Background: an optimization exercise with open tools, aiming at small area, a short achievable clock period and few clock cycles per item. Do not read the settings as production practice.
Where RTL was checked, it was by simulation tests only, not by an equivalence proof against the original.

==> run H <==
## wvb_colormap_top
module wvb_colormap_top (
  input  logic        clk,
  input  logic        rst,
  input  logic        in_valid,
  output logic        in_stall,
  input  logic [15:0] in_ct_ref,
  input  logic [15:0] in_aff_ref,
  input  logic [15:0] in_ct_tar,
  input  logic [15:0] in_aff_tar,
  output logic        out_valid,
  input  logic        out_stall,
  output logic [15:0] out_blend,
  output logic [7:0]  out_red,
  output logic [7:0]  out_green,
  output logic [7:0]  out_blue,
  input  logic        cfg_valid,
  output logic        cfg_ready,
  input  logic [15:0] cfg_data
);
Settings: LEC_CHECK=0, CAP_MARGIN=20, CORE_MARGIN=2, CORE_UTILIZATION=60, PLACE_DENSITY=0.72, SETUP_SLACK_MARGIN=4.5, SLEW_MARGIN=20; clock period 8.0 ns.
run.sh (not shown) runs the stock make flow with config.mk's settings and CLKGATE_MAP_FILE= SYNTH_SCRIPT=/design/flow/synth_recipe.tcl, a recipe that flattens the netlist after the stock synthesis.
==> inputs of run C, as changes to run H <==
--- a/flow/config.mk
+++ b/flow/config.mk
@@ -5,9 +5,12 @@
 export SDC_FILE = /design/flow/constraint.sdc
 export NUM_CORES = 4
 export LEC_CHECK = 0
+export ABC_AREA = 1
 export CAP_MARGIN = 20
 export CORE_MARGIN = 2
 export CORE_UTILIZATION = 60
+export CTS_CLUSTER_DIAMETER = 100
+export CTS_CLUSTER_SIZE = 20
 export PLACE_DENSITY = 0.72
 export SETUP_SLACK_MARGIN = 4.5
 export SLEW_MARGIN = 20
==> comparison table <==
| item | run C | run H |
|---|---|---|
| Run status | finished clean | finished clean |
| Worst flop-to-flop path endpoint | r2_nmm[93]$_DFFE_PN_ | r5_hR[10]$_DFFE_PN_ |
| Area of the core | 0.209 mm2 | 0.200 mm2 |
| Weighted congestion at the end of routability-driven global placement | 0.985 | 0.894 |
| Via count of the first global-routing pass | 88,600 | 78,700 |
| Number of nets in the layout | 14,100 | 11,600 |
| Total area of multi-input combinational cells | 0.0559 mm2 | 0.0535 mm2 |
| Maximum number of pins on one net before global-route repair | 203 | 186 |
| Measured slew at the worst slew-check pin | 1230 ps | 1110 ps |
| Number of standard cells after synthesis | 12,800 | 10,000 |
| Number of antenna violations at the first check in global routing | 4 | 3 |
| Count of buffering cells on the critical path with inverters included | 4 | 0 |
| DP Cell Count | 15,400 | 12,600 |
| Die ar. | 0.214 mm2 | 0.205 mm2 |
| Area share of the leading cell type in the synthesized netlist | 47.9% | 50.2% |
| Number of clock buffer instances in the layout | 149 | 248 |
| Wire length of the first global-routing pass | 502,000 um | 436,000 um |
No functional check of the RTL was part of any run of this note.

========
==> 04-10 <==
wvb_colormap_top, a different RTL version from the one above (not shown whole).
clock: 8.0 ns
lec_check: 0
cap_margin: 20
core_margin: 2
core_utilization: 55
cts_cluster_diameter: 100
cts_cluster_size: 20
place_density: 0.7
setup_slack_margin: 4.5
slew_margin: 20
==> 03-09: changes against 04-10 <==
--- a/flow/design.v
+++ b/flow/design.v
@@ -10918,51 +10918,68 @@
   wire [0:0] fs_5167;
   wire [0:0] fc_5168;
   assign fs_5167 = fc_5110 ^ r21_cmm[113] ^ r21_cmm[114];
   assign fc_5168 = (fc_5110 & r21_cmm[113]) | (r21_cmm[114] & (fc_5110 ^ r21_cmm[113]));
   wire [61:0] cmm_5169;
   assign cmm_5169 = {r21_cmm[115], fc_5168, fs_5167, fc_5166, fs_5165, fc_5164, fs_5163, fc_5162, fs_5161, fc_5160, fs_5159, fc_5158, fs_5157, fc_5156, fs_5155, fc_5154, fs_5153, fc_5152, fs_5151, fc_5150, fs_5149, fc_5148, fs_5147, fc_5146, fs_5145, fc_5144, fs_5143, fc_5142, fs_5141, fc_5140, fs_5139, fc_5138, fs_5137, fc_5136, fs_5135, fc_5134, fs_5133, fc_5132, fs_5131, fc_5130, fs_5129, fc_5128, fs_5127, fc_5126, fs_5125, fc_5124, fs_5123, fc_5122, fs_5121, fc_5120, fs_5119, fc_5118, fs_5117, fc_5116, fs_5115, fc_5114, fs_5113, hc_5112, r21_cmm[4], hs_5111, r21_cmm[1], r21_cmm[0]};
-  wire [31:0] ra_5170;
-  wire [31:0] rb_5171;
-  assign ra_5170 = {1'b0, cmm_5169[60], cmm_5169[58], cmm_5169[56], cmm_5169[54], cmm_5169[52], cmm_5169[50], cmm_5169[48], cmm_5169[46], cmm_5169[44], cmm_5169[42], cmm_5169[40], cmm_5169[38], cmm_5169[36], cmm_5169[34], cmm_5169[32], cmm_5169[30], cmm_5169[28], cmm_5169[26], cmm_5169[24], cmm_5169[22], cmm_5169[20], cmm_5169[18], cmm_5169[16], cmm_5169[14], cmm_5169[12], cmm_5169[10], cmm_5169[8], cmm_5169[6], cmm_5169[4], cmm_5169[2], cmm_5169[0]};
-  assign rb_5171 = {1'b0, cmm_5169[61], cmm_5169[59], cmm_5169[57], cmm_5169[55], cmm_5169[53], cmm_5169[51], cmm_5169[49], cmm_5169[47], cmm_5169[45], cmm_5169[43], cmm_5169[41], cmm_5169[39], cmm_5169[37], cmm_5169[35], cmm_5169[33], cmm_5169[31], cmm_5169[29], cmm_5169[27], cmm_5169[25], cmm_5169[23], cmm_5169[21], cmm_5169[19], cmm_5169[17], cmm_5169[15], cmm_5169[13], cmm_5169[11], cmm_5169[9], cmm_5169[7], cmm_5169[5], cmm_5169[3], cmm_5169[1]};
-  wire [31:0] p_5172;
-  assign p_5172 = ra_5170 + rb_5171;
-  wire [15:0] P_5173;
-  assign P_5173 = p_5172[31:16];
-  wire [2:0] sc_5174;
-  assign sc_5174 = r21_sec;
   reg v22;
   reg [15:0] r22_bN;
+  reg [2:0] r22_sec;
+  reg [61:0] r22_cmm;
   reg [7:0] r22_sv;
-  reg [15:0] r22_P;
-  reg [2:0] r22_sc;
   always @(posedge clk) begin
     if (rst) v22 <= 1'b0;
     else if (pe) v22 <= v21;
   end
   always @(posedge clk) begin
     if (pe) begin
       r22_bN <= r21_bN;
+      r22_sec <= r21_sec;
+      r22_cmm <= cmm_5169;
       r22_sv <= r21_sv;
-      r22_P <= P_5173;
-      r22_sc <= sc_5174;
+    end
+  end
+  wire [31:0] ra_5170;
+  wire [31:0] rb_5171;
+  assign ra_5170 = {1'b0, r22_cmm[60], r22_cmm[58], r22_cmm[56], r22_cmm[54], r22_cmm[52], r22_cmm[50], r22_cmm[48], r22_cmm[46], r22_cmm[44], r22_cmm[42], r22_cmm[40], r22_cmm[38], r22_cmm[36], r22_cmm[34], r22_cmm[32], r22_cmm[30], r22_cmm[28], r22_cmm[26], r22_cmm[24], r22_cmm[22], r22_cmm[20], r22_cmm[18], r22_cmm[16], r22_cmm[14], r22_cmm[12], r22_cmm[10], r22_cmm[8], r22_cmm[6], r22_cmm[4], r22_cmm[2], r22_cmm[0]};
+  assign rb_5171 = {1'b0, r22_cmm[61], r22_cmm[59], r22_cmm[57], r22_cmm[55], r22_cmm[53], r22_cmm[51], r22_cmm[49], r22_cmm[47], r22_cmm[45], r22_cmm[43], r22_cmm[41], r22_cmm[39], r22_cmm[37], r22_cmm[35], r22_cmm[33], r22_cmm[31], r22_cmm[29], r22_cmm[27], r22_cmm[25], r22_cmm[23], r22_cmm[21], r22_cmm[19], r22_cmm[17], r22_cmm[15], r22_cmm[13], r22_cmm[11], r22_cmm[9], r22_cmm[7], r22_cmm[5], r22_cmm[3], r22_cmm[1]};
+  wire [31:0] p_5172;
+  assign p_5172 = ra_5170 + rb_5171;
+  wire [15:0] P_5173;
+  assign P_5173 = p_5172[31:16];
+  wire [2:0] sc_5174;
+  assign sc_5174 = r22_sec;
+  reg v23;
+  reg [15:0] r23_bN;
+  reg [7:0] r23_sv;
+  reg [15:0] r23_P;
+  reg [2:0] r23_sc;
+  always @(posedge clk) begin
+    if (rst) v23 <= 1'b0;
+    else if (pe) v23 <= v22;
+  end
+  always @(posedge clk) begin
+    if (pe) begin
+      r23_bN <= r22_bN;
+      r23_sv <= r22_sv;
+      r23_P <= P_5173;
+      r23_sc <= sc_5174;
     end
   end
   wire [7:0] mv_5175;
-  assign mv_5175 = ~(r22_P[15:8] + {7'd0, r22_P[7:0] > r22_P[15:8]});
+  assign mv_5175 = ~(r23_P[15:8] + {7'd0, r23_P[7:0] > r23_P[15:8]});
   wire [7:0] r_5176;
   wire [7:0] g_5177;
   wire [7:0] b_5178;
-  assign r_5176 = (r22_sc == 3'd1 || r22_sc == 3'd4) ? mv_5175 : (r22_sc == 3'd2 || r22_sc == 3'd3) ? r22_sv : 8'd255;
-  assign g_5177 = (r22_sc == 3'd3 || r22_sc == 3'd0 || r22_sc > 3'd4) ? mv_5175 : (r22_sc == 3'd4) ? r22_sv : 8'd255;
-  assign b_5178 = (r22_sc == 3'd2) ? mv_5175 : (r22_sc == 3'd1 || r22_sc == 3'd0 || r22_sc > 3'd4) ? r22_sv : 8'd255;
+  assign r_5176 = (r23_sc == 3'd1 || r23_sc == 3'd4) ? mv_5175 : (r23_sc == 3'd2 || r23_sc == 3'd3) ? r23_sv : 8'd255;
+  assign g_5177 = (r23_sc == 3'd3 || r23_sc == 3'd0 || r23_sc > 3'd4) ? mv_5175 : (r23_sc == 3'd4) ? r23_sv : 8'd255;
+  assign b_5178 = (r23_sc == 3'd2) ? mv_5175 : (r23_sc == 3'd1 || r23_sc == 3'd0 || r23_sc > 3'd4) ? r23_sv : 8'd255;
   wire [15:0] bl_5179;
-  assign bl_5179 = r22_bN;
+  assign bl_5179 = r23_bN;
   wire [39:0] res = {bl_5179, r_5176, g_5177, b_5178};
-  wire        res_v = v22;
+  wire        res_v = v23;
   always @(posedge clk) begin
     if (rst) begin
       out_valid <= 1'b0;
       skid_full <= 1'b0;
     end else begin
       out_valid <= skid_full | (out_valid & out_stall) | res_v;
==> run notes <==
| quantity | 04-10 | 03-09 |
|---|---|---|
| Status | finished clean | finished clean |
| Sequential-to-total area share from yosys stat | 52.1% | 53.3% |
| Finished Cell Area | 0.125 mm^2 | 0.129 mm^2 |
| Met1 WL | 100 mm | 101 mm |
| Non-CTS buffers | 397 | 424 |
| Clock sinks | 2,023 | 2,113 |
| Met2 wire length | 124 mm | 131 mm |
| Worst hold slack across all endpoints | 0.406 ns | 0.402 ns |
| Nets | 10.7k | 11.0k |
| Met3 global-route usage | 2.51% | 2.89% |
| H-tree level count | 3 | 4 |
| Launching point of the worst reg2reg path | r21_cmm[15]$_DFFE_PN_ | r8_swd[2]$_DFFE_PN_ |
| Global Route met1 Usage | 29.2% | 28.9% |
| Worst slack, placed | 3.57 ns | 3.90 ns |
| Initial antenna violation count | 2 | 4 |
| Hold path endpoint | r16_bN[10]$_DFFE_PN_ | r14_bN[11]$_DFFE_PN_ |
| Final-layout fill cell count | 16.2k | 16.3k |
Testbench counts of 03-09, summed over its fixed seeds: cycles 12,200, items 12,000.
No functional check of the RTL was part of 04-10.

-- port drivers added, routing unchanged --
The flow's constraints put no driver on any port. The routed layouts listed below were extracted and timed again, unchanged, in two steps. Step 1 sets driving cells, clkbuf_16 on the clock port and buf_2 on the other inputs (assumed; they add their load-dependent delay and slew). Step 2 times the ports against the registers' clock, not the clock port: input delays grow and output delays shrink by t, the midpoint of the rising clock arrivals with the driver on. Three values: ideal ports, drivers, drivers and shift; two values: the first two.
| run | t (ns) | slack for setup (ns) | hold WS [ns] | slew at the worst register clock pin (ns) |
|---|---|---|---|---|
| run H | 0.936 | 4.562 / 4.503 / 4.250 | 0.391 / 0.391 / 0.391 | 0.08 / 0.08 |
| run C | 0.909 | 4.567 / 4.530 / 4.503 | 0.397 / 0.397 / 0.397 | 0.10 / 0.10 |
| 04-10 | 0.867 | 4.140 / 4.140 / 4.140 | 0.406 / 0.406 / 0.406 | 0.09 / 0.09 |
| 03-09 | 0.875 | 4.489 / 4.489 / 4.279 | 0.402 / 0.402 / 0.402 | 0.09 / 0.09 |
After both steps setup and hold are still met in every run listed. For run H, which loses most, drivers alone change the setup slack by -0.059 ns; drivers and shift together by -0.312 ns.
